What follows belongs to an exercise in optimizing a design on an open flow for small area, a short achievable clock period and few clock cycles per item; a production flow would make more cautious choices. Where RTL was checked, it was by simulation tests only, not by an equivalence proof against the original. Power and IR drop assume default switching activity.

==> module fp32_round_pack, before the edit <==
module fp32_round_pack #(
  parameter int          K    = 21,
  parameter logic [31:0] QNAN = 32'h7FC0_0000
) (
  input  logic [47-K:0]     hia,
  input  logic [47-K:0]     hib,
  input  logic              cin,
  input  logic              tie0,
  input  logic              tie1,
  input  logic              sign,
  input  logic signed [9:0] exp,
  input  logic [1:0]        cls,     
  output logic [31:0]       result,
  output logic [2:0]        flags
);
  logic [47-K:0] y, z;
  logic          n;
  logic [22:0]   frac0, frac1, frac;
  logic signed [9:0] exp1;
  logic          uf0, uf1, of0, of1, uf, of;
  logic [7:0]    ebits;
  always_comb begin
    y = hia + hib + {{(47-K){1'b0}}, cin};
    z = hia + hib + {{(47-K){1'b0}}, cin} + ((48-K)'(1) << (22 - K));
    n = y[47-K];
    frac0 = y[45-K:23-K];
    frac0[0] = frac0[0] & ~tie0;
    frac1 = z[46-K:24-K];
    frac1[0] = frac1[0] & ~tie1;
    frac = n ? frac1 : frac0;
    exp1 = exp + 10'sd1;
    uf0  = (exp  <= 10'sd0);
    uf1  = (exp1 <= 10'sd0);
    of0  = (exp  >= 10'sd255);
    of1  = (exp1 >= 10'sd255);
    uf   = n ? uf1 : uf0;
    of   = n ? of1 : of0;
    ebits = n ? exp1[7:0] : exp[7:0];
    unique case (cls)
      2'd3: begin
        result = QNAN;
        flags  = 3'b100;
      end
      2'd2: begin
        result = {sign, 8'hFF, 23'h0};
        flags  = 3'b000;
      end
      2'd1: begin
        result = {sign, 31'h0};
        flags  = 3'b000;
      end
      default: begin
        if (uf) begin
          result = {sign, 31'h0};
          flags  = 3'b001;
        end else if (of) begin
          result = {sign, 8'hFF, 23'h0};
          flags  = 3'b010;
        end else begin
          result = {sign, ebits, frac};
          flags  = 3'b000;
        end
      end
    endcase
  end
endmodule
clock: 8.0 ns
lec_check: 0
abc_area: 1
cap_margin: 20
core_margin: 2
core_utilization: 45
setup_slack_margin: 2.5
slew_margin: 20
synth_hierarchical: 1
synth_minimum_keep_size: 0
tns_end_percent: 5
standard.sh (not shown) runs the stock make flow with config.mk's settings and CLKGATE_MAP_FILE= SYNTH_SCRIPT=/design/flow/synth_recipe.tcl, a recipe that flattens the netlist after the stock synthesis.
==> flow/flow/run.sh <==
#!/bin/bash
# The standard layout, with the port buffers that global placement inserts made plain
# buffers (sky130_fd_sc_hd__buf_2) instead of the delay cell that buffer_ports picks.
set -euo pipefail
export BUFFER_PORTS_ARGS="-buffer_cell sky130_fd_sc_hd__buf_2"
bash standard.sh finish > standard_flow.log 2>&1
Testbench counts at the start, summed over its fixed seeds: cycles 8,008, items 8,000.
Change:
--- a/flow/design.v
+++ b/flow/design.v
@@ -36,55 +36,41 @@
   output logic [2:0]        flags
 );
   logic [47-K:0] y, z;
   logic          n;
-  logic [22:0]   frac0, frac1, frac;
+  logic [22:0]   frac0, frac1;
+  logic [34:0]   res0, res1;
   logic signed [9:0] exp1;
-  logic          uf0, uf1, of0, of1, uf, of;
-  logic [7:0]    ebits;
+  logic          uf0, uf1, of0, of1;
+  function automatic logic [34:0] pack(input logic s, input logic [1:0] c, input logic u,
+                                       input logic o, input logic [7:0] e, input logic [22:0] f);
+    unique case (c)
+      2'd3:    pack = {3'b100, QNAN};
+      2'd2:    pack = {3'b000, s, 8'hFF, 23'h0};
+      2'd1:    pack = {3'b000, s, 31'h0};
+      default: begin
+        if (u)      pack = {3'b001, s, 31'h0};
+        else if (o) pack = {3'b010, s, 8'hFF, 23'h0};
+        else        pack = {3'b000, s, e, f};
+      end
+    endcase
+  endfunction
   always_comb begin
     y = hia + hib + {{(47-K){1'b0}}, cin};
     z = hia + hib + {{(47-K){1'b0}}, cin} + ((48-K)'(1) << (22 - K));
     n = y[47-K];
     frac0 = y[45-K:23-K];
     frac0[0] = frac0[0] & ~tie0;
     frac1 = z[46-K:24-K];
     frac1[0] = frac1[0] & ~tie1;
-    frac = n ? frac1 : frac0;
     exp1 = exp + 10'sd1;
     uf0  = (exp  <= 10'sd0);
     uf1  = (exp1 <= 10'sd0);
     of0  = (exp  >= 10'sd255);
     of1  = (exp1 >= 10'sd255);
-    uf   = n ? uf1 : uf0;
-    of   = n ? of1 : of0;
-    ebits = n ? exp1[7:0] : exp[7:0];
-    unique case (cls)
-      2'd3: begin
-        result = QNAN;
-        flags  = 3'b100;
-      end
-      2'd2: begin
-        result = {sign, 8'hFF, 23'h0};
-        flags  = 3'b000;
-      end
-      2'd1: begin
-        result = {sign, 31'h0};
-        flags  = 3'b000;
-      end
-      default: begin
-        if (uf) begin
-          result = {sign, 31'h0};
-          flags  = 3'b001;
-        end else if (of) begin
-          result = {sign, 8'hFF, 23'h0};
-          flags  = 3'b010;
-        end else begin
-          result = {sign, ebits, frac};
-          flags  = 3'b000;
-        end
-      end
-    endcase
+    res0 = pack(sign, cls, uf0, of0, exp[7:0], frac0);
+    res1 = pack(sign, cls, uf1, of1, exp1[7:0], frac1);
+    {flags, result} = n ? res1 : res0;
   end
 endmodule
 module fp32_mul_pipe #(
   parameter logic [31:0] QNAN = fp32_pkg::QNAN
Effect:
- via count hardly moves
- synthesized cell count barely changes
- sequential power hardly moves
- design area stays flat
- die area increases by about 0.33%
- combinational power decreases by about 0.7%
- hold slack got worse by 210 ps
- non-clock buffer count increases by 2
- first-iteration DRC count decreases by about 7%
- clock skew barely changes
- area after synthesis increases by about 0.33%
- utilization decreases by 0.10 points
No functional check of the RTL was part of the second run of this note.

[separate check: timing with driven ports]
In the flow no input, the clock included, has a driving cell. The finished layouts below were timed again as built, in two steps.
Step 1 sets driving cells, clkbuf_16 on the clock port and buf_2 on the other inputs (assumed; they add their load-dependent delay and slew).
Step 2, shift: input delay + t, output delay - t, t = (earliest + latest rising clock arrival at the registers) / 2. This alone moves slack from input paths to output paths.
a / b / c = ideal / step 1 / step 2; a / b = the first two.
run | shift t [ns] | setup slack, ns | worst data-port slew with drivers (ns) | cell pins on the clock port's net
the first run | 0.409 | 2.575 / 2.603 / 2.194 | 0.06 | 1
the second run | 0.415 | 2.385 / 2.415 / 2.000 | 0.06 | 1
After both steps setup and hold are still met in every run listed. For the second run, which loses most, drivers alone change the setup slack by +0.030 ns; drivers and shift together by -0.385 ns.
